Background: an optimization exercise with open tools, aiming at small area, a short achievable clock period and few clock cycles. Do not read the settings as production practice.
Where RTL was checked, it was by simulation tests only, not by an equivalence proof against the original.
No functional check of the RTL was part of run 6.
Power figures rest on the tool's default switching activity, not on a simulated workload.

## design.v

```verilog
package tfacc_pkg;
   typedef logic [127:0] u128_t;
   localparam logic [2:0] AXI_SIZE_16B   = 3'b100;
   localparam logic [1:0] AXI_BURST_INCR = 2'b01;
endpackage
module tfacc_rfifo
#(
   parameter int DEPTH = 15,
   parameter int W     = 129
)(
   input  logic          clk,
   input  logic          xrst,
   input  logic          i_wr_vld,
   input  logic [W-1:0]  i_wr_dat,
   input  logic          i_fin,      
   output logic          o_vld,
   output logic [W-1:0]  o_dat,
   output logic          o_last,     
   input  logic          i_rdy
);
   logic [W-1:0]     r_mem [0:DEPTH-1];
   logic [DEPTH-1:0] r_wptr;
   logic [DEPTH-1:0] r_rptr;
   logic             r_ne;       
   logic             r_full;     
   logic             w_ld;
   logic             w_rd;
   logic             w_one;      
   logic             w_almost;   
   logic [W-1:0]     w_head;
   assign w_ld     = !o_vld || i_rdy;
   assign w_rd     = r_ne && w_ld;
   assign w_one    = |({r_rptr[DEPTH-2:0], r_rptr[DEPTH-1]} & r_wptr);
   assign w_almost = |({r_wptr[DEPTH-2:0], r_wptr[DEPTH-1]} & r_rptr);
   always_comb begin
      w_head = '0;
      for (int i = 0; i < DEPTH; i++) w_head = w_head | (r_mem[i] & {W{r_rptr[i]}});
   end
   always_ff @(posedge clk) begin
      if (!xrst) begin
         r_wptr <= DEPTH'(1);
         r_rptr <= DEPTH'(1);
         r_ne   <= 1'b0;
         r_full <= 1'b0;
         o_vld  <= 1'b0;
      end else begin
         if (i_wr_vld) r_wptr <= {r_wptr[DEPTH-2:0], r_wptr[DEPTH-1]};
         if (w_rd)     r_rptr <= {r_rptr[DEPTH-2:0], r_rptr[DEPTH-1]};
         r_ne   <= i_wr_vld || (r_ne && !(w_rd && w_one));
         r_full <= (r_full && !(w_rd && !i_wr_vld)) || (i_wr_vld && !w_rd && w_almost);
         if (w_ld) o_vld <= r_ne;
      end
   end
   always_ff @(posedge clk) begin
      if (w_ld) begin
         o_dat  <= w_head;
         o_last <= w_one && i_fin;
      end
   end
   always_ff @(posedge clk) begin
      for (int i = 0; i < DEPTH; i++)
         if (r_wptr[i] && !r_full) r_mem[i] <= i_wr_dat;
   end
endmodule
module tfacc_rd_burst
#(
   parameter int NENT = 15
)(
   input  logic         clk,
   input  logic         xrst,
   input  logic         cmd_valid,
   output logic         cmd_ready,
   input  logic [39:0]  cmd_adr,
   input  logic [19:0]  cmd_len,
   output logic         busy,
   output logic         done,
   output logic         err,
   output logic [3:0]   M00_AXI_ARID,
   output logic [39:0]  M00_AXI_ARADDR,
   output logic [7:0]   M00_AXI_ARLEN,
   output logic [2:0]   M00_AXI_ARSIZE,
   output logic [1:0]   M00_AXI_ARBURST,
   output logic         M00_AXI_ARVALID,
   input  logic         M00_AXI_ARREADY,
   input  logic [127:0] M00_AXI_RDATA,
   input  logic [1:0]   M00_AXI_RRESP,
   input  logic         M00_AXI_RLAST,
   input  logic         M00_AXI_RVALID,
   output logic         M00_AXI_RREADY,
   output logic [127:0] od,
   output logic         ovalid,
   input  logic         oready,
   output logic         olast
);
   localparam int CAP = NENT + 1;
   localparam int KW  = $clog2(CAP + 1);
   logic          s_idle, s_c1, s_c2, s_wait, s_ar, s_drain;
   logic          r_busy;
   logic [39:4]   r_adr;        
   logic [19:0]   r_rem;        
   logic [4:0]    r_m5;         
   logic [3:0]    r_m4;         
   logic          r_le16;       
   logic          r_pg;         
   logic [4:0]    r_b5;         
   logic [3:0]    r_b4;         
   logic [4:0]    r_blen;       
   logic [3:0]    r_arlen;      
   logic          r_islast;     
   logic          r_cross;      
   logic          r_alliss;     
   logic [KW-1:0] r_credit;     
   logic [CAP-1:0] r_bo;        
   logic          r_done;
   logic          r_err;
   logic          w_hs;
   logic          w_pop;
   logic          w_ok0;
   logic          w_ok1;
   logic          w_res;
   logic          w_wr;
   logic          w_rl;
   logic          w_useb;
   logic [KW-1:0] w_cr_p;
   logic [KW-1:0] w_cr_r;
   logic [KW-1:0] w_cr_pr;
   assign w_hs   = s_ar && M00_AXI_ARREADY;
   assign w_pop  = ovalid && oready;
   assign w_ok0  = (r_credit >= KW'(r_blen));
   assign w_ok1  = ((r_credit + KW'(1)) >= KW'(r_blen));
   assign w_res  = s_wait && (w_ok0 || (w_pop && w_ok1));
   assign w_cr_p  = r_credit + KW'(1);
   assign w_cr_r  = r_credit - KW'(r_blen);
   assign w_cr_pr = r_credit + KW'(1) - KW'(r_blen);
   assign w_wr   = M00_AXI_RVALID && r_bo[0];
   assign w_rl   = w_wr && M00_AXI_RLAST;
   assign w_useb = r_pg && (r_b5 < r_m5);
   assign cmd_ready       = s_idle;
   assign busy            = r_busy;
   assign done            = r_done;
   assign err             = r_err;
   assign M00_AXI_ARID    = 4'd0;
   assign M00_AXI_ARADDR  = {r_adr, 4'd0};
   assign M00_AXI_ARLEN   = {4'd0, r_arlen};
   assign M00_AXI_ARSIZE  = tfacc_pkg::AXI_SIZE_16B;
   assign M00_AXI_ARBURST = tfacc_pkg::AXI_BURST_INCR;
   assign M00_AXI_ARVALID = s_ar;
   assign M00_AXI_RREADY  = 1'b1;
   tfacc_rfifo #(
      .DEPTH(NENT),
      .W    (128)
   ) u_rfifo (
      .clk      (clk),
      .xrst     (xrst),
      .i_wr_vld (w_wr),
      .i_wr_dat (M00_AXI_RDATA),
      .i_fin    (r_alliss && !r_bo[0]),
      .o_vld    (ovalid),
      .o_dat    (od),
      .o_last   (olast),
      .i_rdy    (oready)
   );
   always_ff @(posedge clk) begin
      if (!xrst) begin
         s_idle   <= 1'b1;
         s_c1     <= 1'b0;
         s_c2     <= 1'b0;
         s_wait   <= 1'b0;
         s_ar     <= 1'b0;
         s_drain  <= 1'b0;
         r_busy   <= 1'b0;
         r_alliss <= 1'b0;
         r_credit <= KW'(CAP);
         r_bo     <= '0;
         r_done   <= 1'b0;
         r_err    <= 1'b0;
      end else begin
         r_done <= 1'b0;
         case ({w_pop, w_res})
            2'b10:   r_credit <= w_cr_p;
            2'b01:   r_credit <= w_cr_r;
            2'b11:   r_credit <= w_cr_pr;
            default: ;
         endcase
         case ({w_hs, w_rl})
            2'b10:   r_bo <= {r_bo[CAP-2:0], 1'b1};
            2'b01:   r_bo <= {1'b0, r_bo[CAP-1:1]};
            default: ;
         endcase
         if (w_wr && (M00_AXI_RRESP != 2'b00)) r_err <= 1'b1;
         if (s_idle && cmd_valid) begin
            s_idle   <= 1'b0;
            r_busy   <= 1'b1;
            s_c1     <= 1'b1;
            r_err    <= 1'b0;
            r_alliss <= 1'b0;
         end
         if (s_c1) begin
            s_c1 <= 1'b0;
            if (r_rem == '0) begin
               r_done <= 1'b1;
               s_idle <= 1'b1;
               r_busy <= 1'b0;
            end else begin
               s_c2 <= 1'b1;
            end
         end
         if (s_c2) begin
            s_c2   <= 1'b0;
            s_wait <= 1'b1;
         end
         if (w_res) begin
            s_wait <= 1'b0;
            s_ar   <= 1'b1;
         end
         if (w_hs) begin
            s_ar     <= 1'b0;
            s_c1     <= !r_islast;
            s_drain  <= r_islast;
            r_alliss <= r_islast;
         end
         if (s_drain && w_pop && olast) begin
            s_drain <= 1'b0;
            s_idle  <= 1'b1;
            r_busy  <= 1'b0;
            r_done  <= 1'b1;
         end
      end
   end
   always_ff @(posedge clk) begin
      if (s_idle) begin
         r_adr <= cmd_adr[39:4];
         r_rem <= cmd_len;
      end else if (w_hs) begin
         r_adr[11:4]  <= r_adr[11:4] + 8'(r_blen);
         if (r_cross) r_adr[39:12] <= r_adr[39:12] + 28'd1;
         r_rem <= r_rem - 20'(r_blen);
      end
      if (s_c1) begin
         r_m5   <= (r_rem[19:4] != '0) ? 5'd16 : {1'b0, r_rem[3:0]};
         r_m4   <= (r_rem[19:4] != '0) ? 4'd15 : (r_rem[3:0] - 4'd1);
         r_le16 <= !((r_rem[19:5] != '0) || (r_rem[4] && (r_rem[3:0] != '0)));
         r_pg   <= (r_adr[11:8] == 4'hF);
         r_b5   <= 5'd16 - {1'b0, r_adr[7:4]};
         r_b4   <= 4'd15 - r_adr[7:4];
      end
      if (s_c2) begin
         r_blen   <= w_useb ? r_b5 : r_m5;
         r_arlen  <= w_useb ? r_b4 : r_m4;
         r_islast <= r_le16 && (!r_pg || (r_m5 <= r_b5));
         r_cross  <= r_pg && (r_b5 <= r_m5);
      end
   end
endmodule
```

## flow/run.sh

```bash
#!/bin/bash
# Standard layout with two changes:
#  - port buffers are buf_1 cells (the standard flow's pick, clkdlybuf4s50_1, is larger);
#  - after placement, each output port's buffer is moved next to the register driving it, so
#    the register drives a short wire and the buffer drives the wire to the pin.
# Each tool's output goes to a log file of its own in this folder.
set -euo pipefail
W=$(pwd)
R=$W/orfs/results/${FLOW_PLATFORM}/tfacc_rd_burst/base
PB="BUFFER_PORTS_ARGS=-buffer_cell sky130_fd_sc_hd__buf_1"
bash standard.sh place "$PB" > flow_1_place.log 2>&1
MOVE_ODB=$R/3_place.odb openroad -no_init -exit flow/move_obuf.tcl > flow_2_move_obuf.log 2>&1
bash standard.sh finish "$PB" > flow_3_finish.log 2>&1
```

## flow/move_obuf.tcl

```tcl
# Move each output port's buffer next to the register that drives it, so the register
# drives a short wire and the (stronger) buffer drives the long wire to the pin.
set odb $::env(MOVE_ODB)
read_db $odb
set block [ord::get_db_block]
set n 0
foreach bterm [$block getBTerms] {
  if {[$bterm getIoType] ne "OUTPUT"} { continue }
  set net [$bterm getNet]
  if {$net eq "NULL" || $net eq ""} { continue }
  set buf ""
  foreach it [$net getITerms] { if {[$it isOutputSignal]} { set buf [$it getInst] } }
  if {$buf eq ""} { continue }
  if {![string match "*buf*" [[$buf getMaster] getName]]} { continue }
  set a [$buf findITerm A]
  if {$a eq "NULL" || $a eq ""} { continue }
  set innet [$a getNet]
  set drv ""
  foreach it [$innet getITerms] { if {[$it isOutputSignal]} { set drv [$it getInst] } }
  if {$drv eq ""} { continue }
  if {![string match "*df*" [[$drv getMaster] getName]]} { continue }
  set loc [$drv getLocation]
  $buf setLocation [lindex $loc 0] [lindex $loc 1]
  incr n
}
puts "moved $n output buffers"
detailed_placement
check_placement
write_db $odb
```

## standard.sh

```bash
#!/bin/bash
# synth_recipe.tcl (not shown) runs the flow's synth.tcl, then flattens the netlist and writes it again
# the make line also repeats each setting of config.mk as NAME=value (left out here)
make -C /OpenROAD-flow-scripts/flow DESIGN_CONFIG=/design/flow/config.mk WORK_HOME=/design/flow/orfs CLKGATE_MAP_FILE= SYNTH_SCRIPT=/design/flow/synth_recipe.tcl "${@:-finish}"
```

## config.mk

```make
export PLATFORM = sky130hd
export DESIGN_NAME = tfacc_rd_burst
export DESIGN_NICKNAME = tfacc_rd_burst
export VERILOG_FILES = /design/flow/design.v
export SDC_FILE = /design/flow/constraint.sdc
export NUM_CORES = 4
export LEC_CHECK = 0
export ABC_CLOCK_PERIOD_IN_PS = 2000
export CAP_MARGIN = 20
export CORE_MARGIN = 2
export CORE_UTILIZATION = 70
export CTS_CLUSTER_DIAMETER = 100
export CTS_CLUSTER_SIZE = 25
export SETUP_SLACK_MARGIN = 4.2
export SLEW_MARGIN = 20
```

## constraint.sdc

```tcl
create_clock -name core_clock -period 7.0 [get_ports {clk}]
set_input_delay 1.4000 -clock core_clock [delete_from_list [all_inputs] [get_ports {clk}]]
set_output_delay 1.4000 -clock core_clock [all_outputs]
set_load 0.01 [all_outputs]
```

==> results_tabular.tex, run 1 <==
\begin{tabular}{lr}
\hline
Metric & Value \\
\hline
\multicolumn{2}{l}{\textbf{Status}} \\
Status & no timing/DRC/antenna violations \\
\multicolumn{2}{l}{\textbf{Global routing}} \\
Maximum number of pins on one net before global-route repair & 131 \\
Met1 GRT Util & 50.4\% \\
First-pass GRT wire length & between 200 and 300 mm \\
Global Route met2 Usage & $\sim$56\% \\
Met3 demand-to-capacity share in global routing & around 6.5\% \\
Vias in the first global route & 42.7k \\
Antenna violations before repair & 27 \\
Global routing's busiest layer & met2 \\
Gr ovfl total & 0 \\
Aggregate global-route resource usage & between 30\% and 40\% \\
\multicolumn{2}{l}{\textbf{CTS}} \\
TritonCTS clock tree & done \\
Root buffer selected by CTS & clkbuf\_16 \\
Number of clock sinks seen by CTS & 2200 \\
Total CTS buffers & 97 \\
Clock Path Buffers & 3 \\
Clock latency of the later-clocked register in the worst-skew pair & roughly 0.73 ns \\
CTS hold repair buffers & 0 \\
Number of levels the H-tree was split into & 3 \\
CTS clk-pin slew, worst paths & roughly 0.10 ns \\
\multicolumn{2}{l}{\textbf{Routing}} \\
DR iter-0 viols & $\sim$6.7k \\
Mean number of vias per cell & 7.31 \\
Remaining number of nets flagged by the antenna check after routing & 0 \\
Number of remaining DRC errors & 0 \\
Detailed-router iteration count before antenna repair & 6 \\
Vias & 44.5k \\
Final routed wire length divided by cell count & $\sim$33 µm \\
Final routed wirelength across all metal layers & between 200 and 250 mm \\
\multicolumn{2}{l}{\textbf{Setup path}} \\
Arrival time at the worst endpoint & between 1 and 1.5 ns \\
Cell with the largest stage delay on the worst path & edfxtp\_1 \\
Count of cells along the worst register-to-register path & 4 \\
Startpoint type of the worst setup path & flip-flop \\
End point of the critical path & od[48] \\
Worst Path Class, Setup & flip-flop to output port \\
Worst reg-to-reg setup slack & approximately 4.3 ns \\
Worst Setup SP & u\_rfifo.o\_dat[48]\$\_DFFE\_PN\_ \\
Startpoint of the lowest-slack register-to-register path & u\_rfifo.r\_rptr[14]\$\_SDFFE\_PN0P\_ \\
CP delay by family, top & flip-flops \\
CP Cell Sequence & buf\_1 \\
Largest stage delay, worst path & approximately 0.34 ns \\
Critical Path RT & about 5.6 ns \\
Critical Path Stages & 1 \\
Worst path buffer plus inverter count & 1 \\
Largest fanout on the critical path & 1 \\
Reg2reg end & u\_rfifo.o\_dat[24]\$\_DFFE\_PN\_ \\
Worst Setup End Kind & output port \\
\multicolumn{2}{l}{\textbf{STA}} \\
Worst Skew & 0.0235 ns \\
Unrepaired setup endpoints after global routing & false \\
Number of slew-limit violations in the final report & 0 \\
Setup ws final & between 4 and 5 ns \\
Slew of the pin with the lowest slew margin & between 1 and 1.5 ns \\
Final-report hold violation count & 0 \\
Fin crit share & 39.8\% \\
Worst-case headroom to the max-slew limit & a little under a quarter \\
Aggregate negative setup slack & 0 ns \\
Top achievable clock speed & 359 MHz \\
Crit path time final & 2.79 ns \\
Setup violators final & 0 \\
\multicolumn{2}{l}{\textbf{Yosys}} \\
Cell Area, Synth & 79500 µm² \\
Primary FF master, synth & edfxtp\_1 \\
Most instantiated library cell after synthesis & edfxtp\_1 \\
Top post-synthesis cells by area & edfxtp\_1 81\%, a22oi\_1 4.9\%, a222oi\_1 1.6\% \\
Mean area per synthesized cell & 18.6 µm² \\
Number of distinct library cells after synthesis & between 60 and 70 \\
EDFF count, synth & roughly 2.1k \\
Share of the synthesized area in the top cell type & between 80\% and 90\% \\
Register area share after synthesis & between 80\% and 90\% \\
Leading post-synthesis cells by instance count & 2136 x edfxtp\_1, 522 x a22oi\_1, 213 x clkbuf\_1 \\
Number of synthesized register bits & 2200 \\
Cell type with the largest total area after synthesis & edfxtp\_1 \\
Async set-or-reset flop fraction in the synthesized netlist & 0\% \\
Number of instances in the synthesized netlist & 4277 \\
Yosys Warn Count & 3 \\
\multicolumn{2}{l}{\textbf{Floorplan}} \\
Io pins & 390 \\
Initial Utilization & a little over two thirds \\
Die height & about 340 µm \\
Floorplan die width & between 300 and 400 µm \\
Area of the die & 116000 µm² \\
Row count & between 100 and 150 \\
Core region area & 112000 µm² \\
\multicolumn{2}{l}{\textbf{Power and ir drop}} \\
Leakage & 25.9 nW \\
Power density cells & around 250 nW/µm² \\
Max rail drop VDD & between 0.2 and 0.25 mV \\
\multicolumn{2}{l}{\textbf{Final layout}} \\
Number of nets in the final layout & $\sim$4.8k \\
Fraction of layout instances using a drive strength above 1 & 5.97\% \\
Syn-to-layout area delta & 7.41\% \\
\multicolumn{2}{l}{\textbf{Placement}} \\
Placer's final routability congestion estimate & 0.815 \\
Detailed Place HPWL & 92.3 mm \\
Worst slack at placement & roughly 3.3 ns \\
Count of buffers inserted at the top-level ports & between 300 and 400 \\
\multicolumn{2}{l}{\textbf{Run}} \\
Max Cap Viol & 0 \\
\multicolumn{2}{l}{\textbf{Hold path}} \\
Classification of the worst-slack hold path & flip-flop to flip-flop \\
\hline
\end{tabular}
registers in the layout, indices dropped and copies added, names as in the netlist, 4 cells and up:
name            cells
r_arlen             4
r_m5                5
r_bo               16
u_rfifo.r_rptr     15
r_b5                5
r_rem              20
r_b4                4
u_rfifo.r_mem    1920
r_credit            5
u_rfifo.r_wptr     15
r_adr              36
r_blen              5
u_rfifo.o_dat     128
r_m4                4
where the power goes:
group	internal [mW]	switching [mW]
clock network	2.57	3.70
logic	0.235	0.483
registers	14.6	0.0882
metrics by stage:
step	hold WS [ns]	total power [mW]	cells	instance area, µm²	util (%)
global placement	0.434	15.6	5947	82500	73.3
detailed placement	0.438	15.7	5947	82500	73.3
CTS	0.459	21.7	6078	85200	75.7
global route	0.481	22.2	6096	85400	75.9
floorplan	0.434	15.3	4293	79700	-
finish	0.457	21.7	6096	85400	75.9
timing repair:
action,CTS,global route
setup buffers,13,5
endpoints found under the hold margin,0,0
cloned,1,1
setup endpoints to repair,130,149
pin swaps,0,0
resized for setup,23,14
how the worst min path moves through the flow:
| stage | startpoint | endpoint | cells after the start |
|---|---|---|---|
| final | r_err$_SDFFE_PP0P_ | r_err$_SDFFE_PP0P_ | 2 |
| after global routing | r_err$_SDFFE_PP0P_ | r_err$_SDFFE_PP0P_ | 2 |
| after global placement | r_err$_SDFFE_PP0P_ | r_err$_SDFFE_PP0P_ | 2 |
| after CTS | r_err$_SDFFE_PP0P_ | r_err$_SDFFE_PP0P_ | 2 |
| after detailed placement | r_err$_SDFFE_PP0P_ | r_err$_SDFFE_PP0P_ | 2 |
| after floorplan | s_drain$_SDFFE_PP0P_ | s_drain$_SDFFE_PP0P_ | 2 |
per-layer routing:
| metal | share of wire, % | vias to the layer above |
|---|---|---|
| li1 | - | 18300 |
| met1 | 37 | 22800 |
| met3 | 13 | 321 |
| met2 | 48 | 3140 |
| met5 | 0.089 | - |
| met4 | 2.2 | 30 |
cell families (layout without fill, tap and decap cells):
family | Yosys count | count (layout) | share of synthesized area [%]
AO/OA/AOI/OAI | 1076 | 1076 | 10.6
AND/OR/NAND/NOR | 572 | 573 | 3.92
XOR/XNOR | 61 | 61 | 0.672
multiplexers | 26 | 26 | 0.343
buffers and inverters | 305 | 597 | 1.53
other | 2 | 28 | 0.00945
adder cells (fa/ha/maj) | 35 | 35 | 0.589
flip-flops | 2200 | 2200 | 82.3
cell type report:
class / instances / area, µm²
tap: 1500 / 1880
sequential: 2200 / 65500
antenna: 10 / 25.0
multi-input combinational: 1789 / 13000
timing repair inverter: 1 / 8.76
clock buffer: 115 / 2540
timing repair buffer: 450 / 2250
inverter: 29 / 135
fill: 6389 / 27100
clock inverter: 2 / 28.8
placed cells by master, fill, tap and decap left out, types with 9 or more instances in the layout:
cell / count
o21ai_0: 31
buf_12: 15
nand2_1: 152
buf_2: 20
a222oi_1: 130
inv_1: 25
clkbuf_1: 16
nor2b_1: 9
xor2_1: 28
nand4_1: 134
a21oi_1: 61
a22oi_1: 522
and3_1: 137
diode_2: 10
o21ai_1: 33
mux2_2: 10
nand3_1: 23
mux2i_1: 16
dfxtp_4: 15
a22o_1: 129
conb_1: 18
buf_1: 339
a221oi_1: 129
nor2b_4: 15
edfxtp_1: 2136
xnor2_1: 33
dfxtp_1: 47
clkbuf_16: 99
buf_4: 62
ha_1: 31
nor2_1: 57
Testbench counts, summed over its fixed seeds: cycles 303,354.
==> run 2: changes to the inputs <==
--- a/config.mk
+++ b/config.mk
@@ -12,4 +12,4 @@
 export CTS_CLUSTER_DIAMETER = 100
 export CTS_CLUSTER_SIZE = 25
-export SETUP_SLACK_MARGIN = 4.2
+export SETUP_SLACK_MARGIN = 3.8
 export SLEW_MARGIN = 20
==> run 2 against run 1 <==
  * Critical endpoint is now cmd_ready
  * Global-route usage is essentially flat
  * Area after synthesis is the same
  * Sequential share of layout area grew 0.20 points
  * Highest routed layer unchanged
  * Largest cell class unchanged
  * Still clean on timing, DRC and antenna
==> results_tabular.tex, run 2 <==
\begin{tabular}{lr}
\hline
Metric & Value \\
\hline
\multicolumn{2}{l}{\textbf{Status}} \\
Status & no timing/DRC/antenna violations \\
\multicolumn{2}{l}{\textbf{Yosys}} \\
Cell type with the largest total area after synthesis & edfxtp\_1 \\
Mean area per synthesized cell & $\sim$19 µm² \\
Top post-synthesis cells by area & edfxtp\_1 81\%, a22oi\_1 4.9\%, a222oi\_1 1.6\% \\
Number of instances in the synthesized netlist & $\sim$4.3k \\
Yosys Warn Count & 3 \\
Cell Area, Synth & just under 80000 µm² \\
Most instantiated library cell after synthesis & edfxtp\_1 \\
Share of the synthesized area in the top cell type & $\sim$81\% \\
Primary FF master, synth & edfxtp\_1 \\
Number of synthesized register bits & between 2k and 2.5k \\
Leading post-synthesis cells by instance count & 2136 x edfxtp\_1, 522 x a22oi\_1, 213 x clkbuf\_1 \\
EDFF count, synth & approximately 2.1k \\
Async set-or-reset flop fraction in the synthesized netlist & 0\% \\
Register area share after synthesis & roughly 82\% \\
Number of distinct library cells after synthesis & 66 \\
\multicolumn{2}{l}{\textbf{Floorplan}} \\
Core region area & about 110000 µm² \\
Die height & around 340 µm \\
Row count & around 120 \\
Area of the die & $\sim$120000 µm² \\
Io pins & 390 \\
Initial Utilization & 70.6\% \\
Floorplan die width & between 300 and 400 µm \\
\multicolumn{2}{l}{\textbf{CTS}} \\
Number of levels the H-tree was split into & 3 \\
Number of clock sinks seen by CTS & 2200 \\
Clock latency of the later-clocked register in the worst-skew pair & around 0.72 ns \\
CTS clk-pin slew, worst paths & about 0.10 ns \\
TritonCTS clock tree & done \\
Clock Path Buffers & 3 \\
Root buffer selected by CTS & clkbuf\_16 \\
Total CTS buffers & 97 \\
\multicolumn{2}{l}{\textbf{Global routing}} \\
Maximum number of pins on one net before global-route repair & between 100 and 150 \\
Antenna violations before repair & 34 \\
Aggregate global-route resource usage & a little over a third \\
Vias in the first global route & 42.6k \\
Gr ovfl total & 0 \\
First-pass GRT wire length & about 290 mm \\
\multicolumn{2}{l}{\textbf{Power and ir drop}} \\
Post-layout total power & around 22 mW \\
Leakage & about 26 nW \\
Max rail drop VDD & between 0.2 and 0.3 mV \\
Power density cells & approximately 250 nW/µm² \\
\multicolumn{2}{l}{\textbf{Placement}} \\
Count of buffers inserted at the top-level ports & between 300 and 400 \\
Detailed Place HPWL & 92.9 mm \\
Placer's final routability congestion estimate & about 0.83 \\
Worst slack at placement & about 3.4 ns \\
\multicolumn{2}{l}{\textbf{Final layout}} \\
Syn-to-layout area delta & 7.14\% \\
Fraction of layout instances using a drive strength above 1 & roughly 5\% \\
Most common cell after layout, fill and taps aside & edfxtp\_1 \\
Number of fill cells in the layout & between 6k and 7k \\
Top library cells by usage in the layout, fill and taps aside & 2136 x edfxtp\_1, 522 x a22oi\_1, 367 x buf\_1 \\
Biggest regs & u\_rfifo.r\_mem x1920, u\_rfifo.o\_dat x128, r\_adr x36 \\
Number of nets in the final layout & 4789 \\
Register bank with the most flops & u\_rfifo.r\_mem \\
Max reg flops & 1920 \\
\multicolumn{2}{l}{\textbf{Setup path}} \\
Cell with the largest stage delay on the worst path & dfxtp\_4 \\
Worst Setup End Kind & output port \\
Arrival time at the worst endpoint & 1.71 ns \\
Critical Path RT & $\sim$5.6 ns \\
Worst Path Class, Setup & flip-flop to output port \\
Worst reg-to-reg setup slack & just over 4 ns \\
Largest stage delay, worst path & 0.52 ns \\
CP Cell Sequence & buf\_16 -> buf\_1 \\
Largest fanout on the critical path & 66 \\
Startpoint type of the worst setup path & flip-flop \\
\multicolumn{2}{l}{\textbf{STA}} \\
Crit path time final & $\sim$3.1 ns \\
Fin crit share & 44.5\% \\
Number of slew-limit violations in the final report & 0 \\
Setup violators final & 0 \\
Worst-case headroom to the max-slew limit & 16.8\% \\
Unrepaired setup endpoints after global routing & false \\
Setup ws final & 3.89 ns \\
Slew of the pin with the lowest slew margin & approximately 1.2 ns \\
Top achievable clock speed & 321 MHz \\
Worst Skew & $\sim$0.023 ns \\
Final-report hold violation count & 0 \\
Smallest hold slack & about 0.46 ns \\
Aggregate negative setup slack & 0 ns \\
\multicolumn{2}{l}{\textbf{Hold path}} \\
Classification of the worst-slack hold path & flip-flop to flip-flop \\
\multicolumn{2}{l}{\textbf{Routing}} \\
Vias & approximately 44k \\
Number of remaining DRC errors & 0 \\
Mean number of vias per cell & 7.28 \\
DR iter-0 viols & 6629 \\
Final routed wirelength across all metal layers & $\sim$200 mm \\
Remaining number of nets flagged by the antenna check after routing & 0 \\
Final routed wire length divided by cell count & roughly 33 µm \\
Detailed-router iteration count before antenna repair & 9 \\
\multicolumn{2}{l}{\textbf{Run}} \\
Max Cap Viol & 0 \\
\hline
\end{tabular}
run 2: metrics by stage:
stage,utilization (%),cell area [µm²],cells
finish,75.7,85100,6088
global route,75.7,85100,6086
CTS,75.6,85100,6074
detailed placement,73.3,82500,5957
global placement,73.3,82500,5957
floorplan,-,79600,4293
run 2: timing repair:
action	in CTS	in global routing
endpoints found under the hold margin	0	0
setup buffers	1	0
setup endpoints to repair	1	1
gates resized for setup	4	1
hold buffers	0	0
run 2: cells by family after synthesis:
kind of cell    Yosys count  share of synthesized area [%]
xor+xnor                 61                          0.672
fa+ha+maj                35                          0.589
buf+inv                 305                           1.53
mux                      26                          0.343
compound gates         1076                           10.6
flops                  2200                           82.3
simple gates            572                           3.92
other cells               2                        0.00945
run 2: cell type report:
class	count	area [µm²]	area share, %
clock inverter	2	28.8	0.0338
inverter	29	116	0.137
tap	1500	1880	2.20
antenna	14	35.0	0.0411
timing repair buffer	441	2070	2.43
sequential	2200	65500	76.9
multi-input combinational	1788	13000	15.3
clock buffer	114	2530	2.98
run 2: worst paths after layout:
check | cells after the start | from | endpoint
worst max-delay path | 2 | s_idle$_SDFF_PP1_ | cmd_ready
worst min-delay path | 2 | s_drain$_SDFFE_PP0P_ | s_drain$_SDFFE_PP0P_
worst max register to register | 4 | u_rfifo.r_full$_SDFF_PN0_ | u_rfifo.r_mem[4][73]$_DFFE_PP_
worst min register to register | 2 | s_drain$_SDFFE_PP0P_ | s_drain$_SDFFE_PP0P_
run 2: worst max-delay path, delay by kind of cell, from the launching register on:
kind,cells,cell delay [ns]
buffers and inverters,2,0.47
DFF,1,0.52
run 2: routing by layer:
metal  GRT usage [%]  routed length (µm)  vias to the layer above
met5               0                 244                        -
met4            9.40                5640                       38
met3            6.63               25800                      357
met2            55.1               96700                     3072
met1            50.6               74100                    22600
li1                -                   -                    18300
run 2: report_power, final:
part | internal (mW) | total, mW | switching (mW) | leakage (nW)
combinational | 0.220 | 0.682 | 0.463 | 4.34
sequential | 14.6 | 14.7 | 0.101 | 20.2
clock | 2.57 | 6.24 | 3.68 | 1.25
==> run 3: changes to the inputs <==
--- a/config.mk
+++ b/config.mk
@@ -12,4 +12,4 @@
 export CTS_CLUSTER_DIAMETER = 100
 export CTS_CLUSTER_SIZE = 25
-export SETUP_SLACK_MARGIN = 3.8
+export SETUP_SLACK_MARGIN = 5.0
 export SLEW_MARGIN = 20
==> run 3 against run 2 <==
  * Utilization up 4.2 points
  * Register-to-register slack improved by 0.55 ns
  * Still clean on timing, DRC and antenna
  * Clock-buffer cell count increased by 1
  * Largest power group unchanged
  * Design area up 5.6%
  * Non-clock buffer count is 203 higher
  * Total power grew 1.9%
  * Maximum frequency rose by 13%
  * Highest routed layer unchanged
  * Sequential share of layout area down 4.0 points
  * Largest cell class unchanged
  * Combinational power is 45% higher
  * Clock skew up 0.0061 ns
==> results_tabular.tex, run 3 <==
\begin{tabular}{lr}
\hline
Metric & Value \\
\hline
\multicolumn{2}{l}{\textbf{Floorplan}} \\
Area of the die & about 120000 µm² \\
Floorplan die width & $\sim$340 µm \\
Initial Utilization & roughly 71\% \\
Io pins & 390 \\
Die height & between 300 and 400 µm \\
Core region area & around 110000 µm² \\
Row count & between 100 and 150 \\
\multicolumn{2}{l}{\textbf{Setup path}} \\
Startpoint type of the worst setup path & flip-flop \\
CP delay by family, top & flip-flops \\
Largest fanout on the critical path & 4 \\
CP Cell Sequence & buf\_6 \\
Worst Setup End Kind & output port \\
Cell with the largest stage delay on the worst path & edfxtp\_1 \\
Worst path buffer plus inverter count & 1 \\
Critical Path RT & between 5 and 6 ns \\
Largest stage delay, worst path & 0.47 ns \\
Worst Path Class, Setup & flip-flop to output port \\
Arrival time at the worst endpoint & between 1 and 1.5 ns \\
\multicolumn{2}{l}{\textbf{Final layout}} \\
Number of nets in the final layout & $\sim$5k \\
Biggest regs & u\_rfifo.r\_mem x1920, u\_rfifo.o\_dat x128, r\_adr x36 \\
Register bank with the most flops & u\_rfifo.r\_mem \\
Final std cell area, no fill & about 90000 µm² \\
Fraction of layout instances using a drive strength above 1 & between 15 and 20\% \\
Max reg flops & 1920 \\
Syn-to-layout area delta & 13.1\% \\
Top library cells by usage in the layout, fill and taps aside & 2136 x edfxtp\_1, 521 x a22oi\_1, 193 x buf\_1 \\
Final Non-Filler Cells & approximately 6.3k \\
Post-layout util & 79.9\% \\
Most common cell after layout, fill and taps aside & edfxtp\_1 \\
\multicolumn{2}{l}{\textbf{Yosys}} \\
Adder-cell area share of the yosys netlist & less than 1\% \\
Number of distinct library cells after synthesis & 66 \\
Multiplexer share of the synthesized area & less than 1\% \\
Synthesized-area fraction occupied by and/or/nand/nor cells & under 10\% \\
Mean area per synthesized cell & around 19 µm² \\
XOR/XNOR Fraction of Synth Area & less than 1\% \\
Most instantiated library cell after synthesis & edfxtp\_1 \\
Cell Area, Synth & just under 80000 µm² \\
Synth Area in Compound Gates & between 10\% and 20\% \\
Leading post-synthesis cells by instance count & 2136 x edfxtp\_1, 522 x a22oi\_1, 213 x clkbuf\_1 \\
Top post-synthesis cells by area & edfxtp\_1 81\%, a22oi\_1 4.9\%, a222oi\_1 1.6\% \\
Async set-or-reset flop fraction in the synthesized netlist & 0\% \\
Number of instances in the synthesized netlist & $\sim$4.3k \\
Number of synthesized register bits & around 2.2k \\
Yosys Warn Count & 3 \\
Share of the synthesized area in the top cell type & between 80\% and 90\% \\
Register area share after synthesis & between 80\% and 90\% \\
Primary FF master, synth & edfxtp\_1 \\
EDFF count, synth & between 2k and 2.5k \\
Main combinational cell family by area after synthesis & compound AO/OA/AOI/OAI gates \\
Cell type with the largest total area after synthesis & edfxtp\_1 \\
\multicolumn{2}{l}{\textbf{CTS}} \\
TritonCTS clock tree & done \\
Total CTS buffers & a little under 100 \\
Clock Path Buffers & 3 \\
CTS clk-pin slew, worst paths & around 0.11 ns \\
CTS hold repair buffers & 0 \\
Root buffer selected by CTS & clkbuf\_16 \\
Clock latency of the later-clocked register in the worst-skew pair & around 0.74 ns \\
Number of levels the H-tree was split into & 3 \\
Number of clock sinks seen by CTS & roughly 2.2k \\
\multicolumn{2}{l}{\textbf{STA}} \\
Crit path time final & $\sim$2.8 ns \\
Fin crit share & 39.4\% \\
Smallest hold slack & roughly 0.47 ns \\
Top achievable clock speed & 363 MHz \\
Worst Skew & about 0.029 ns \\
Aggregate negative setup slack & 0 ns \\
Number of slew-limit violations in the final report & 0 \\
Slew of the pin with the lowest slew margin & $\sim$1.2 ns \\
Unrepaired setup endpoints after global routing & true \\
Setup violators final & 0 \\
Final-report hold violation count & 0 \\
Worst-case headroom to the max-slew limit & between 20 and 25\% \\
\multicolumn{2}{l}{\textbf{Global routing}} \\
Antenna violations before repair & 29 \\
Maximum number of pins on one net before global-route repair & 133 \\
First-pass GRT wire length & between 300 and 400 mm \\
Vias in the first global route & roughly 44k \\
Gr ovfl total & 0 \\
Aggregate global-route resource usage & 38.6\% \\
\multicolumn{2}{l}{\textbf{Routing}} \\
Remaining number of nets flagged by the antenna check after routing & 0 \\
Number of remaining DRC errors & 0 \\
Mean number of vias per cell & around 7.5 \\
Detailed-router iteration count before antenna repair & 11 \\
Final routed wire length divided by cell count & between 30 and 40 µm \\
DR iter-0 viols & roughly 8.6k \\
Final routed wirelength across all metal layers & about 230 mm \\
Vias & 47.3k \\
\multicolumn{2}{l}{\textbf{Placement}} \\
Cell area reported after detailed placement & 82800 µm² \\
Count of buffers inserted at the top-level ports & 367 \\
Placer's final routability congestion estimate & $\sim$0.85 \\
Cells after DPL & about 5.9k \\
Detailed Place HPWL & roughly 92 mm \\
\multicolumn{2}{l}{\textbf{Power and ir drop}} \\
Power density cells & about 250 nW/µm² \\
Design internal power & $\sim$18 mW \\
Net Sw Power & 4.45 mW \\
Leakage & roughly 28 nW \\
Max rail drop VDD & roughly 0.32 mV \\
Fraction of power consumed by combinational cells & $\sim$4.5\% \\
Switching share of total power & between 20\% and 30\% \\
Share of total power in sequential cells & between 60\% and 70\% \\
Clk network pwr share & 28.9\% \\
\multicolumn{2}{l}{\textbf{Run}} \\
Max Cap Viol & 0 \\
\multicolumn{2}{l}{\textbf{Status}} \\
Status & no timing/DRC/antenna violations \\
\multicolumn{2}{l}{\textbf{Hold path}} \\
Classification of the worst-slack hold path & flip-flop to flip-flop \\
\hline
\end{tabular}
## run 3: cell counts after synthesis
Identical to the previous run, type by type.
## run 3: per-stage QoR
stage	setup slack, ns	power (mW)
floorplan	4.07	15.3
global placement	3.58	15.6
detailed placement	3.58	15.7
CTS	4.22	21.9
global route	4.20	22.5
finish	4.24	22.0
## run 3: what timing repair did
item | CTS | global route
pin swaps | 44 | 55
gates cloned | 18 | 9
buffers inserted | 133 | 61
gates resized for setup | 384 | 205
setup endpoints to repair | 1456 | 623
## run 3: worst paths after layout
kind | startpoint | to | slack (ns) | cells past startpoint
hold / removal | s_drain$_SDFFE_PP0P_ | s_drain$_SDFFE_PP0P_ | 0.47 | 2
setup / recovery | r_adr[11]$_DFFE_PP_ | M00_AXI_ARADDR[11] | 4.24 | 1
setup reg to reg | r_blen[0]$_DFFE_PP_ | r_credit[4]$_SDFFE_PN1P_ | 4.62 | 9
hold reg to reg | s_drain$_SDFFE_PP0P_ | s_drain$_SDFFE_PP0P_ | 0.47 | 2
## run 3: cells by family (layout without fill, tap and decap cells)
family | after synthesis | in the layout
AO/OA/AOI/OAI | 1076 | 1076
other | 2 | 35
AND/OR/NAND/NOR | 572 | 576
buffers and inverters | 305 | 795
XOR/XNOR | 61 | 61
flip-flops | 2200 | 2200
adder cells (fa/ha/maj) | 35 | 35
multiplexers | 26 | 26
## run 3: worst reg2reg max path: stages, from the launching register on
cell and delay (ns):
edfxtp_1 0.60, buf_6 0.17, ha_2 0.18, inv_1 0.07, fa_2 0.36, a21o_1 0.19, a21oi_2 0.17, xor2_1 0.25
o221ai_2 0.13, a31o_1 0.19
## run 3: area by class of cell
type / count / area [µm²]
antenna: 17 / 42.5
fill: 5685 / 22600
timing repair buffer: 644 / 5820
multi-input combinational: 1792 / 13900
clock buffer: 115 / 2540
timing repair inverter: 2 / 20.0
inverter: 29 / 136
clock inverter: 5 / 72.6
tap: 1500 / 1880
sequential: 2200 / 65500
## run 3: metal layers
metal	track usage (%)	part of all wire [%]
met2	59.7	46
met4	13.6	4.4
met3	8.41	15
met5	0	0.063
met1	55.7	34
## run 3: power groups by stage
stage,combinational (mW),clock [mW],sequential [mW]
floorplan,0.306,0,15.0
global placement,0.637,0,15.0
detailed placement,0.656,0,15.0
CTS,0.873,6.33,14.7
global route,1.05,6.74,14.7
finish,0.986,6.36,14.7
==> run 4: changes to the inputs <==
--- a/config.mk
+++ b/config.mk
@@ -9,7 +9,7 @@
 export CAP_MARGIN = 20
 export CORE_MARGIN = 2
-export CORE_UTILIZATION = 70
+export CORE_UTILIZATION = 80
 export CTS_CLUSTER_DIAMETER = 100
 export CTS_CLUSTER_SIZE = 25
-export SETUP_SLACK_MARGIN = 5.0
+export SETUP_SLACK_MARGIN = 4.5
 export SLEW_MARGIN = 20
==> run 4 against run 3 <==
  * Critical path depth unchanged
  * Non-clock buffer count is 130 lower
  * Utilization grew 7.9 points
  * Flip-flop and latch count unchanged
  * Clock skew up 0.017 ns
  * Sequential power is essentially flat
  * First-iteration DRC count grew 7.6%
  * Largest cell class unchanged
  * Largest power group unchanged
==> results_tabular.tex, run 4 <==
\begin{tabular}{lr}
\hline
Metric & Value \\
\hline
\multicolumn{2}{l}{\textbf{Global routing}} \\
Maximum number of pins on one net before global-route repair & 133 \\
Aggregate global-route resource usage & 41.2\% \\
Vias in the first global route & around 46k \\
First-pass GRT wire length & 302 mm \\
Gr ovfl total & 0 \\
Antenna violations before repair & 32 \\
\multicolumn{2}{l}{\textbf{Power and ir drop}} \\
Design internal power & about 17 mW \\
Fraction of power consumed by combinational cells & under 10\% \\
Share of total power in sequential cells & 67.3\% \\
Max rail drop VDD & between 0.2 and 0.3 mV \\
Switching share of total power & about a fifth \\
Leakage & $\sim$27 nW \\
Post-layout total power & $\sim$22 mW \\
Net Sw Power & around 4.4 mW \\
Power density cells & 253 nW/µm² \\
Clk network pwr share & between 20 and 30\% \\
\multicolumn{2}{l}{\textbf{Yosys}} \\
Register area share after synthesis & between 80 and 90\% \\
Share of the synthesized area in the top cell type & about 80\% \\
Top post-synthesis cells by area & edfxtp\_1 81\%, a22oi\_1 4.9\%, a222oi\_1 1.6\% \\
Mean area per synthesized cell & 18.6 µm² \\
Leading post-synthesis cells by instance count & 2136 x edfxtp\_1, 522 x a22oi\_1, 213 x clkbuf\_1 \\
Most instantiated library cell after synthesis & edfxtp\_1 \\
Number of synthesized register bits & $\sim$2.2k \\
Number of distinct library cells after synthesis & 66 \\
EDFF count, synth & between 2k and 2.5k \\
Cell Area, Synth & a little under 80000 µm² \\
Async set-or-reset flop fraction in the synthesized netlist & 0\% \\
Number of instances in the synthesized netlist & approximately 4.3k \\
Yosys Warn Count & 3 \\
Cell type with the largest total area after synthesis & edfxtp\_1 \\
Primary FF master, synth & edfxtp\_1 \\
\multicolumn{2}{l}{\textbf{Routing}} \\
Remaining number of nets flagged by the antenna check after routing & 0 \\
Mean number of vias per cell & 7.87 \\
DR iter-0 viols & 9279 \\
Number of remaining DRC errors & 0 \\
Final routed wire length divided by cell count & around 35 µm \\
Final routed wirelength across all metal layers & 211 mm \\
Vias & $\sim$47k \\
Detailed-router iteration count before antenna repair & 7 \\
\multicolumn{2}{l}{\textbf{CTS}} \\
Number of clock sinks seen by CTS & between 2k and 2.5k \\
CTS hold repair buffers & 0 \\
Number of levels the H-tree was split into & 3 \\
TritonCTS clock tree & done \\
CTS clk-pin slew, worst paths & between 0.1 and 0.15 ns \\
Total CTS buffers & a little under 100 \\
Root buffer selected by CTS & clkbuf\_16 \\
Clock Path Buffers & 3 \\
Clock latency of the later-clocked register in the worst-skew pair & 0.75 ns \\
\multicolumn{2}{l}{\textbf{Final layout}} \\
Number of nets in the final layout & $\sim$5k \\
Biggest regs & u\_rfifo.r\_mem x1920, u\_rfifo.o\_dat x128, r\_adr x36 \\
FF+latch area & 65500 µm² \\
Register bank with the most flops & u\_rfifo.r\_mem \\
Fraction of layout instances using a drive strength above 1 & roughly 11\% \\
Multi-input gate area & around 13000 µm² \\
Syn-to-layout area delta & 8.78\% \\
Number of fill cells in the layout & between 3k and 4k \\
Most common cell after layout, fill and taps aside & edfxtp\_1 \\
Top library cells by usage in the layout, fill and taps aside & 2136 x edfxtp\_1, 522 x a22oi\_1, 198 x buf\_1 \\
Max reg flops & 1920 \\
\multicolumn{2}{l}{\textbf{STA}} \\
Final-report hold violation count & 0 \\
Worst-case headroom to the max-slew limit & between 10\% and 20\% \\
Unrepaired setup endpoints after global routing & true \\
Worst Skew & between 0.04 and 0.05 ns \\
Slew of the pin with the lowest slew margin & between 1 and 1.5 ns \\
Top achievable clock speed & 363 MHz \\
Smallest hold slack & approximately 0.47 ns \\
Crit path time final & approximately 2.8 ns \\
Setup violators final & 0 \\
Aggregate negative setup slack & 0 ns \\
Number of slew-limit violations in the final report & 0 \\
Fin crit share & between 30\% and 40\% \\
\multicolumn{2}{l}{\textbf{Floorplan}} \\
Row count & 115 \\
Area of the die & 102000 µm² \\
Floorplan die width & 319 µm \\
Io pins & 390 \\
Initial Utilization & slightly above 80\% \\
Core region area & 98400 µm² \\
Die height & between 300 and 400 µm \\
\multicolumn{2}{l}{\textbf{Placement}} \\
Count of buffers inserted at the top-level ports & about 370 \\
Placer's final routability congestion estimate & 0.862 \\
Detailed Place HPWL & 97.0 mm \\
\multicolumn{2}{l}{\textbf{Setup path}} \\
CP delay by family, top & flip-flops \\
Largest fanout on the critical path & 2 \\
Count of cells along the worst register-to-register path & 8 \\
Worst path buffer plus inverter count & 1 \\
CP Cell Sequence & buf\_6 \\
Worst Path Class, Setup & flip-flop to output port \\
Startpoint type of the worst setup path & flip-flop \\
Startpoint of the lowest-slack register-to-register path & r\_adr[22]\$\_DFFE\_PP\_ \\
Cell with the largest stage delay on the worst path & edfxtp\_1 \\
Largest stage delay, worst path & between 0.4 and 0.5 ns \\
Arrival time at the worst endpoint & 1.36 ns \\
Critical Path RT & about 5.6 ns \\
Worst Setup End Kind & output port \\
Worst reg-to-reg setup slack & $\sim$4.4 ns \\
Reg2reg end & r\_adr[33]\$\_DFFE\_PP\_ \\
\multicolumn{2}{l}{\textbf{Hold path}} \\
Endpoint of the worst hold path & s\_drain\$\_SDFFE\_PP0P\_ \\
WHS Path Cells & 2 \\
Critical hold path startpoint & s\_drain\$\_SDFFE\_PP0P\_ \\
Classification of the worst-slack hold path & flip-flop to flip-flop \\
\multicolumn{2}{l}{\textbf{Run}} \\
Max Cap Viol & 0 \\
\multicolumn{2}{l}{\textbf{Status}} \\
Status & no timing/DRC/antenna violations \\
\hline
\end{tabular}
## run 4: cell count changes in the layout (fill, tap and decap cells not counted), moves of 9 or more
cell | before | now
nand2_1 | 139 | 149
bufbuf_16 | 12 | 2
ha_1 | 19 | 29
buf_16 | 19 | 2
buf_8 | 11 | 1
clkbuf_16 | 108 | 97
buf_6 | 113 | 85
buf_2 | 27 | 42
nor2_1 | 48 | 57
buf_12 | 47 | 10
buf_4 | 143 | 111
ha_4 | 11 | 0
## run 4: power by group through the flow
| stage | sequential (mW) | combinational (mW) | clock, mW |
|---|---|---|---|
| 3_3_place_gp | 15.0 | 0.617 | 0 |
| 5_1_grt | 14.7 | 0.916 | 6.63 |
| 2_1_floorplan | 15.0 | 0.292 | 0 |
| 3_5_place_dp | 15.0 | 0.647 | 0 |
| 4_1_cts | 14.7 | 0.792 | 6.23 |
| 6_report | 14.7 | 0.861 | 6.29 |
## run 4: area by class of cell
cell class	count	share of cell area (%)
inverters	29	0.149
clock inverters	7	0.143
multi-input cells	1791	15.2
clock buffers	115	2.89
diodes	21	0.0608
well taps	1287	1.86
repair buffers	514	3.93
flip-flops and latches	2200	75.8
## run 4: how the worst max path moves through the flow
stage / cells past startpoint / startpoint / endpoint
floorplan: 2 / u_rfifo.r_full$_SDFF_PN0_ / u_rfifo.r_mem[0][0]$_DFFE_PP_
global placement: 6 / oready / u_rfifo.r_full$_SDFF_PN0_
detailed placement: 6 / oready / u_rfifo.r_full$_SDFF_PN0_
CTS: 2 / s_idle$_SDFF_PP1_ / cmd_ready
global route: 1 / r_adr[34]$_DFFE_PP_ / M00_AXI_ARADDR[34]
finish: 1 / r_adr[31]$_DFFE_PP_ / M00_AXI_ARADDR[31]
## run 4: layer usage
metal	routed length [µm]	vias up	GRT usage, %
met5	115	-	0
met4	8930	18	18.8
met3	32200	657	9.58
met2	102000	4733	64.9
met1	67700	23100	56.4
li1	-	18400	-
## run 4: per-stage QoR
stage	instance area [µm²]	setup slack, ns	util (%)	cells
final	86500	4.24	87.8	5964
after global routing	86400	4.23	87.8	5961
after CTS	85900	4.23	87.3	5916
after detailed placement	82300	3.61	83.6	5739
after global placement	82300	3.68	83.6	5739
after floorplan	79800	4.07	-	4293
## run 4: kinds of logic after synthesis
logic type | count (synthesis) | synth area share, %
XOR/XNOR | 61 | 0.672
AND/OR/NAND/NOR | 572 | 3.92
multiplexers | 26 | 0.343
other | 2 | 0.00945
AO/OA/AOI/OAI | 1076 | 10.6
flip-flops | 2200 | 82.3
buffers and inverters | 305 | 1.53
adder cells (fa/ha/maj) | 35 | 0.589
## run 4: what timing repair did
| action | 4_1_cts | 5_1_grt |
|---|---|---|
| gates resized for setup | 226 | 119 |
| setup endpoints to repair | 548 | 568 |
| cloned | 5 | 0 |
| buffers inserted | 50 | 27 |
| pin swaps | 1 | 4 |
==> run 5: changes to the inputs <==
--- a/config.mk
+++ b/config.mk
@@ -9,5 +9,5 @@
 export CAP_MARGIN = 20
 export CORE_MARGIN = 2
-export CORE_UTILIZATION = 80
+export CORE_UTILIZATION = 70
 export CTS_CLUSTER_DIAMETER = 100
 export CTS_CLUSTER_SIZE = 25
==> run 5 against run 4 <==
  * Critical path type unchanged
  * Final cell count up 3.3%
  * First-iteration DRC count down 25%
  * Clock-buffer cell count up 1
==> results_tabular.tex, run 5 <==
\begin{tabular}{lr}
\hline
Metric & Value \\
\hline
\multicolumn{2}{l}{\textbf{Setup path}} \\
Arrival time at the worst endpoint & 1.32 ns \\
Cell with the largest stage delay on the worst path & edfxtp\_1 \\
Worst Path Class, Setup & flip-flop to output port \\
Critical Path RT & roughly 5.6 ns \\
Largest stage delay, worst path & between 0.4 and 0.5 ns \\
Count of cells along the worst register-to-register path & 4 \\
CP Cell Sequence & buf\_1 \\
Worst path buffer plus inverter count & 1 \\
CP delay by family, top & flip-flops \\
Startpoint type of the worst setup path & flip-flop \\
Largest fanout on the critical path & 3 \\
Worst Setup End Kind & output port \\
Critical Path Stages & 1 \\
\multicolumn{2}{l}{\textbf{Routing}} \\
DR iter-0 viols & 6998 \\
Vias & roughly 45k \\
Final routed wire length divided by cell count & 33.4 µm \\
Number of remaining DRC errors & 0 \\
Remaining number of nets flagged by the antenna check after routing & 0 \\
Detailed-router iteration count before antenna repair & 9 \\
Final routed wirelength across all metal layers & about 210 mm \\
Mean number of vias per cell & 7.26 \\
\multicolumn{2}{l}{\textbf{Yosys}} \\
Number of synthesized register bits & 2200 \\
Cell type with the largest total area after synthesis & edfxtp\_1 \\
Mean area per synthesized cell & approximately 19 µm² \\
Top post-synthesis cells by area & edfxtp\_1 81\%, a22oi\_1 4.9\%, a222oi\_1 1.6\% \\
Leading post-synthesis cells by instance count & 2136 x edfxtp\_1, 522 x a22oi\_1, 213 x clkbuf\_1 \\
Primary FF master, synth & edfxtp\_1 \\
Async set-or-reset flop fraction in the synthesized netlist & 0\% \\
EDFF count, synth & around 2.1k \\
Register area share after synthesis & a little over 80\% \\
Most instantiated library cell after synthesis & edfxtp\_1 \\
Yosys Warn Count & 3 \\
Number of instances in the synthesized netlist & between 4k and 5k \\
Share of the synthesized area in the top cell type & around 80\% \\
Number of distinct library cells after synthesis & between 60 and 70 \\
Cell Area, Synth & roughly 80000 µm² \\
\multicolumn{2}{l}{\textbf{Floorplan}} \\
Row count & between 100 and 150 \\
Die height & between 300 and 400 µm \\
Core region area & 112000 µm² \\
Area of the die & $\sim$120000 µm² \\
Floorplan die width & $\sim$340 µm \\
Io pins & between 300 and 400 \\
Initial Utilization & between 70\% and 80\% \\
\multicolumn{2}{l}{\textbf{Final layout}} \\
Top library cells by usage in the layout, fill and taps aside & 2136 x edfxtp\_1, 522 x a22oi\_1, 195 x buf\_1 \\
Biggest regs & u\_rfifo.r\_mem x1920, u\_rfifo.o\_dat x128, r\_adr x36 \\
Number of nets in the final layout & a little under 5k \\
Syn-to-layout area delta & 9.24\% \\
Max reg flops & 1920 \\
Most common cell after layout, fill and taps aside & edfxtp\_1 \\
Fraction of layout instances using a drive strength above 1 & between 10\% and 20\% \\
Register bank with the most flops & u\_rfifo.r\_mem \\
\multicolumn{2}{l}{\textbf{Status}} \\
Status & no timing/DRC/antenna violations \\
\multicolumn{2}{l}{\textbf{Power and ir drop}} \\
Leakage & $\sim$27 nW \\
Power density cells & about 250 nW/µm² \\
Max rail drop VDD & 0.293 mV \\
Post-layout total power & around 22 mW \\
\multicolumn{2}{l}{\textbf{CTS}} \\
Number of clock sinks seen by CTS & 2200 \\
CTS clk-pin slew, worst paths & roughly 0.1 ns \\
Number of levels the H-tree was split into & 3 \\
Total CTS buffers & 98 \\
Root buffer selected by CTS & clkbuf\_16 \\
Clock latency of the later-clocked register in the worst-skew pair & 0.73 ns \\
Clock Path Buffers & 3 \\
TritonCTS clock tree & done \\
\multicolumn{2}{l}{\textbf{STA}} \\
Worst-case headroom to the max-slew limit & between 20 and 25\% \\
Fin crit share & 38.9\% \\
Worst Skew & about 0.024 ns \\
Setup violators final & 0 \\
Unrepaired setup endpoints after global routing & true \\
Slew of the pin with the lowest slew margin & between 1 and 1.5 ns \\
Aggregate negative setup slack & 0 ns \\
Crit path time final & about 2.7 ns \\
Final-report hold violation count & 0 \\
Top achievable clock speed & around 370 MHz \\
Number of slew-limit violations in the final report & 0 \\
\multicolumn{2}{l}{\textbf{Global routing}} \\
Antenna violations before repair & 26 \\
Vias in the first global route & around 43k \\
Aggregate global-route resource usage & 35.1\% \\
Maximum number of pins on one net before global-route repair & between 100 and 150 \\
Gr ovfl total & 0 \\
First-pass GRT wire length & 295 mm \\
\multicolumn{2}{l}{\textbf{Placement}} \\
Detailed Place HPWL & 93.7 mm \\
Count of buffers inserted at the top-level ports & about 370 \\
Placer's final routability congestion estimate & 0.829 \\
\multicolumn{2}{l}{\textbf{Run}} \\
Max Cap Viol & 0 \\
\multicolumn{2}{l}{\textbf{Hold path}} \\
Classification of the worst-slack hold path & flip-flop to flip-flop \\
WHS Path Cells & 2 \\
\hline
\end{tabular}
==> run 5: cell counts after synthesis <==
No cell type changed its count.
==> run 5: repair_timing <==
| action | in CTS | in global routing |
|---|---|---|
| gates resized for setup | 253 | 114 |
| buffers inserted | 45 | 23 |
| pin swaps | 1 | 3 |
| endpoints found under the setup margin | 1059 | 335 |
| hold buffers | 0 | 0 |
| gates cloned | 7 | 0 |
| endpoints found under the hold margin | 0 | 0 |
==> run 5: path summary, 6_finish.rpt <==
path	endpoint	slack [ns]	start
worst min register to register	r_err$_SDFFE_PP0P_	0.47	r_err$_SDFFE_PP0P_
worst max-delay path	M00_AXI_ARADDR[25]	4.28	r_adr[25]$_DFFE_PP_
worst min-delay path	r_err$_SDFFE_PP0P_	0.47	r_err$_SDFFE_PP0P_
worst max register to register	u_rfifo.o_dat[10]$_DFFE_PN_	4.51	u_rfifo.r_rptr[5]$_SDFFE_PN0P_
==> run 5: cell families (layout without fill, tap and decap cells) <==
| family | count (synthesis) | after routing | share of synthesized area [%] |
|---|---|---|---|
| AO/OA/AOI/OAI | 1076 | 1076 | 10.6 |
| XOR/XNOR | 61 | 61 | 0.672 |
| adder cells (fa/ha/maj) | 35 | 35 | 0.589 |
| buffers and inverters | 305 | 651 | 1.53 |
| flip-flops | 2200 | 2200 | 82.3 |
| multiplexers | 26 | 26 | 0.343 |
| other | 2 | 33 | 0.00945 |
| AND/OR/NAND/NOR | 572 | 577 | 3.92 |
==> run 5: metal layers <==
metal  track usage (%)  up-vias  share of wire [%]
met5                 0        -              0.071
met2              56.4     2961                 48
met4              9.63       24                2.8
met3              6.57      377                 12
met1              50.7    22900                 37
li1                  -    18400                  -
==> run 5: power breakdown <==
group / switching, mW / internal (mW)
registers: 0.0920 / 14.6
logic: 0.507 / 0.339
clock network: 3.76 / 2.64
==> run 5: final cells by class <==
| cell class | instances | area (µm²) |
|---|---|---|
| inverter | 29 | 129 |
| tap | 1500 | 1880 |
| multi-input combinational | 1793 | 13100 |
| clock inverter | 6 | 86.3 |
| fill | 6176 | 25700 |
| clock buffer | 116 | 2580 |
| sequential | 2200 | 65500 |
| antenna | 15 | 37.5 |
| timing repair buffer | 500 | 3460 |
==> run 5: worst reg2reg max path, stage by stage (launching register included) <==
cell and delay [ns]:
dfxtp_4 0.83, buf_4 0.88, a222oi_1 0.22, and3_1 0.20
nand4_1 0.19
==> run 5: stage by stage <==
step / area (µm²) / std cells / utilization [%] / worst slack [ns] / hold slack, ns
after global routing: 86800 / 6155 / 77.2 / 4.24 / 0.510
after floorplan: 79800 / 4293 / - / 4.07 / 0.434
after detailed placement: 82600 / 5947 / 73.4 / 3.49 / 0.446
after global placement: 82500 / 5946 / 73.4 / 3.50 / 0.433
final: 86800 / 6159 / 77.2 / 4.28 / 0.472
after CTS: 86300 / 6121 / 76.7 / 4.25 / 0.468
==> run 6: changes to the inputs <==
--- a/design.v
+++ b/design.v
@@ -34,6 +34,6 @@
    assign w_almost = |({r_wptr[DEPTH-2:0], r_wptr[DEPTH-1]} & r_rptr);
    always_comb begin
-      w_head = '0;
-      for (int i = 0; i < DEPTH; i++) w_head = w_head | (r_mem[i] & {W{r_rptr[i]}});
+      w_head = o_dat & {W{!w_ld}};
+      for (int i = 0; i < DEPTH; i++) w_head = w_head | (r_mem[i] & {W{r_rptr[i] && w_ld}});
    end
    always_ff @(posedge clk) begin
@@ -53,8 +53,6 @@
    end
    always_ff @(posedge clk) begin
-      if (w_ld) begin
-         o_dat  <= w_head;
-         o_last <= w_one && i_fin;
-      end
+      o_dat <= w_head;
+      if (w_ld) o_last <= w_one && i_fin;
    end
    always_ff @(posedge clk) begin
==> run 6 against run 5 <==
  * Still clean
  * Combinational power up 11%
  * Hold slack worse by 0.0028 ns
  * Global-route usage up 3.5 points
  * First-iteration DRC count increased by 6.7%
  * Area after synthesis fell by 0.17%
  * Non-clock buffer count grew 75
  * Die area fell by 0.17%
  * Sequential power about the same
  * Utilization rose by 1.6 points
  * Wire length increased by 9.7%
  * Largest power group unchanged
==> results_tabular.tex, run 6 <==
\begin{tabular}{lr}
\hline
Metric & Value \\
\hline
\multicolumn{2}{l}{\textbf{Final layout}} \\
Top library cells by usage in the layout, fill and taps aside & 2008 x edfxtp\_1, 381 x a22oi\_1, 214 x nand2\_1 \\
Fraction of layout instances using a drive strength above 1 & around 17\% \\
Register bank with the most flops & u\_rfifo.r\_mem \\
Syn-to-layout area delta & 11.7\% \\
Biggest regs & u\_rfifo.r\_mem x1920, u\_rfifo.o\_dat x128, r\_adr x36 \\
Most common cell after layout, fill and taps aside & edfxtp\_1 \\
Number of nets in the final layout & roughly 5.2k \\
Max reg flops & approximately 1.9k \\
\multicolumn{2}{l}{\textbf{Yosys}} \\
Register area share after synthesis & between 80\% and 90\% \\
Async set-or-reset flop fraction in the synthesized netlist & 0\% \\
Synthesized-area fraction occupied by and/or/nand/nor cells & under 10\% \\
XOR/XNOR Fraction of Synth Area & less than 1\% \\
Adder-cell area share of the yosys netlist & 0.574\% \\
Cell type with the largest total area after synthesis & edfxtp\_1 \\
Most instantiated library cell after synthesis & edfxtp\_1 \\
Top post-synthesis cells by area & edfxtp\_1 76\%, dfxtp\_1 4.8\%, a22oi\_1 4.4\% \\
Number of synthesized register bits & roughly 2.2k \\
Main combinational cell family by area after synthesis & compound AO/OA/AOI/OAI gates \\
Mean area per synthesized cell & $\sim$17 µm² \\
Primary FF master, synth & edfxtp\_1 \\
Yosys Warn Count & 3 \\
Cell Area, Synth & a little under 80000 µm² \\
EDFF count, synth & about 2k \\
Leading post-synthesis cells by instance count & 2008 x edfxtp\_1, 470 x a22oi\_1, 230 x clkbuf\_1 \\
Share of the synthesized area in the top cell type & approximately three quarters \\
Number of instances in the synthesized netlist & roughly 4.6k \\
Number of distinct library cells after synthesis & 61 \\
Multiplexer share of the synthesized area & 0.358\% \\
Synth Area in Compound Gates & a little under an eighth \\
\multicolumn{2}{l}{\textbf{Routing}} \\
Final routed wirelength across all metal layers & between 200 and 250 mm \\
DR iter-0 viols & approximately 7.5k \\
Number of remaining DRC errors & 0 \\
Mean number of vias per cell & just over 7 \\
Final routed wire length divided by cell count & around 35 µm \\
Vias & between 40k and 50k \\
Detailed-router iteration count before antenna repair & 9 \\
Remaining number of nets flagged by the antenna check after routing & 0 \\
\multicolumn{2}{l}{\textbf{STA}} \\
Unrepaired setup endpoints after global routing & true \\
Setup violators final & 0 \\
Final-report hold violation count & 0 \\
Worst Skew & between 0.02 and 0.025 ns \\
Fin crit share & 39.1\% \\
Smallest hold slack & about 0.47 ns \\
Worst-case headroom to the max-slew limit & $\sim$22\% \\
Top achievable clock speed & 365 MHz \\
Crit path time final & about 2.7 ns \\
Slew of the pin with the lowest slew margin & 1.16 ns \\
Number of slew-limit violations in the final report & 0 \\
Aggregate negative setup slack & 0 ns \\
\multicolumn{2}{l}{\textbf{Setup path}} \\
CP delay by family, top & flip-flops \\
Arrival time at the worst endpoint & roughly 1.3 ns \\
Count of cells along the worst register-to-register path & 6 \\
Cell with the largest stage delay on the worst path & edfxtp\_1 \\
Critical Path RT & 5.60 ns \\
Startpoint type of the worst setup path & flip-flop \\
Startpoint of the lowest-slack register-to-register path & u\_rfifo.r\_rptr[9]\$\_SDFFE\_PN0P\_ \\
Reg2reg end & u\_rfifo.o\_dat[51]\$\_DFF\_P\_ \\
End point of the critical path & M00\_AXI\_ARADDR[25] \\
Worst Setup SP & r\_adr[25]\$\_DFFE\_PP\_ \\
CP Cell Sequence & buf\_2 \\
Worst Setup End Kind & output port \\
Worst path buffer plus inverter count & 1 \\
Critical Path Stages & 1 \\
Largest stage delay, worst path & around 0.44 ns \\
Largest fanout on the critical path & 2 \\
Worst Path Class, Setup & flip-flop to output port \\
Worst reg-to-reg setup slack & between 4 and 5 ns \\
\multicolumn{2}{l}{\textbf{Global routing}} \\
Maximum number of pins on one net before global-route repair & 115 \\
Antenna violations before repair & 27 \\
Vias in the first global route & between 40k and 50k \\
First-pass GRT wire length & around 320 mm \\
Aggregate global-route resource usage & around 39\% \\
Gr ovfl total & 0 \\
\multicolumn{2}{l}{\textbf{CTS}} \\
TritonCTS clock tree & done \\
Root buffer selected by CTS & clkbuf\_16 \\
Clock latency of the later-clocked register in the worst-skew pair & approximately 0.73 ns \\
Clock Path Buffers & 3 \\
Number of clock sinks seen by CTS & 2200 \\
Number of levels the H-tree was split into & 3 \\
Total CTS buffers & 97 \\
CTS clk-pin slew, worst paths & around 0.11 ns \\
\multicolumn{2}{l}{\textbf{Floorplan}} \\
Die height & $\sim$340 µm \\
Area of the die & 116000 µm² \\
Initial Utilization & 70.5\% \\
Floorplan die width & 341 µm \\
Io pins & 390 \\
Row count & 123 \\
Core region area & $\sim$110000 µm² \\
\multicolumn{2}{l}{\textbf{Run}} \\
Max Cap Viol & 0 \\
\multicolumn{2}{l}{\textbf{Power and ir drop}} \\
Max rail drop VDD & 0.282 mV \\
Leakage & 28.2 nW \\
Power density cells & 248 nW/µm² \\
\multicolumn{2}{l}{\textbf{Placement}} \\
Detailed Place HPWL & approximately 110 mm \\
Count of buffers inserted at the top-level ports & 367 \\
Placer's final routability congestion estimate & between 0.8 and 0.9 \\
\multicolumn{2}{l}{\textbf{Hold path}} \\
Critical hold path startpoint & r\_err\$\_SDFFE\_PP0P\_ \\
Classification of the worst-slack hold path & flip-flop to flip-flop \\
\multicolumn{2}{l}{\textbf{Status}} \\
Status & no timing/DRC/antenna violations \\
\hline
\end{tabular}
## run 6: changes by cell type after synthesis, sizes merged, moves of 17 or more
cell,previous run,this run
a21boi,5,24
a21oi,61,30
a221oi,129,147
a22o,129,147
a22oi,522,470
and3,137,8
clkbuf,213,230
dfxtp,64,192
edfxtp,2136,2008
nand2,153,216
nand3,23,91
nor2,58,161
o21ai,66,147
o22ai,1,57
## run 6: metal layers
metal  share of wire [%]  vias to the layer above  track usage (%)
met5               0.067                        -                0
met2                  47                     3561             60.6
li1                    -                    19400                -
met3                  14                      534             9.65
met4                 4.2                       24             14.8
met1                  35                    24000             53.4
## run 6: report_power, final
| part | total, mW | internal (mW) | leakage, nW | switching, mW |
|---|---|---|---|---|
| clock network | 6.49 | 2.68 | 1.31 | 3.80 |
| registers | 14.6 | 14.5 | 19.9 | 0.111 |
| logic | 0.942 | 0.399 | 7.00 | 0.543 |
## run 6: cells by family after synthesis
kind of cell / Yosys count
flops: 2200
compound gates: 1201
simple gates: 697
buf+inv: 338
xor+xnor: 59
fa+ha+maj: 34
mux: 27
other cells: 2
## run 6: worst min path at each step
stage / end / slack, ns / depth (start not counted)
final: r_err$_SDFFE_PP0P_ / 0.47 / 2
after global routing: r_err$_SDFFE_PP0P_ / 0.49 / 2
after CTS: r_err$_SDFFE_PP0P_ / 0.47 / 2
after detailed placement: r_err$_SDFFE_PP0P_ / 0.44 / 2
after global placement: r_err$_SDFFE_PP0P_ / 0.43 / 2
after floorplan: u_rfifo.o_dat[5]$_DFF_P_ / 0.43 / 2
## run 6: what timing repair did
item,CTS,global route
resized for setup,584,61
pin swaps,1,3
buffers inserted,96,24
cloned,16,0
hold endpoints to repair,0,0
hold buffers,0,0
endpoints found under the setup margin,1055,295
## run 6: through the flow
step	power, mW	cells	instance area [µm²]	setup WS (ns)	util (%)
6_report	22.0	6536	88700	4.26	78.8
5_1_grt	22.6	6534	88700	4.23	78.8
4_1_cts	22.0	6500	88200	4.24	78.4
3_5_place_dp	15.6	6219	82900	2.49	73.7
3_3_place_gp	15.6	6219	82900	2.56	73.7
2_1_floorplan	15.2	4574	80800	4.07	-
## run 6: final cells by class
cell class / instances / area, µm²
fillers: 6112 / 23800
diodes: 12 / 30.0
well taps: 1500 / 1880
inverters: 32 / 148
multi-input cells: 2047 / 14900
clock buffers: 167 / 2730
repair inverters: 1 / 8.76
flip-flops and latches: 2200 / 64400
repair buffers: 575 / 4570
clock inverters: 2 / 32.5

re-timing with driven ports:
The flow's constraints put no driver on any port. The routed layouts listed below were extracted and timed again, unchanged, in two steps.
Step 1: set_driving_cell puts a clkbuf_16 on clk and a buf_2 on each other input, an assumption about the parent block.
Step 2, shift: input delay + t, output delay - t, t = (earliest + latest rising clock arrival at the registers) / 2. This alone moves slack from input paths to output paths.
a / b / c = no drivers / after step 1 / after step 2; a / b = the first two.
run	t (ns)	slack for setup (ns)	slew at the worst register clock pin (ns)	worst data-port slew with drivers (ns)
run 1	0.795	4.213 / 4.134 / 3.631	0.11 / 0.11	0.16
run 2	0.786	3.887 / 3.810 / 3.312	0.10 / 0.10	0.18
run 3	0.806	4.244 / 4.165 / 4.189	0.11 / 0.11	0.15
run 4	0.806	4.241 / 4.158 / 3.852	0.11 / 0.11	0.16
run 5	0.802	4.276 / 4.194 / 3.783	0.10 / 0.10	0.16
run 6	0.804	4.262 / 4.179 / 3.700	0.11 / 0.11	0.16
After both steps setup and hold are still met in every run listed. The setup slack of run 1, which loses most, moves by -0.079 ns with the drivers and by -0.582 ns with both steps.
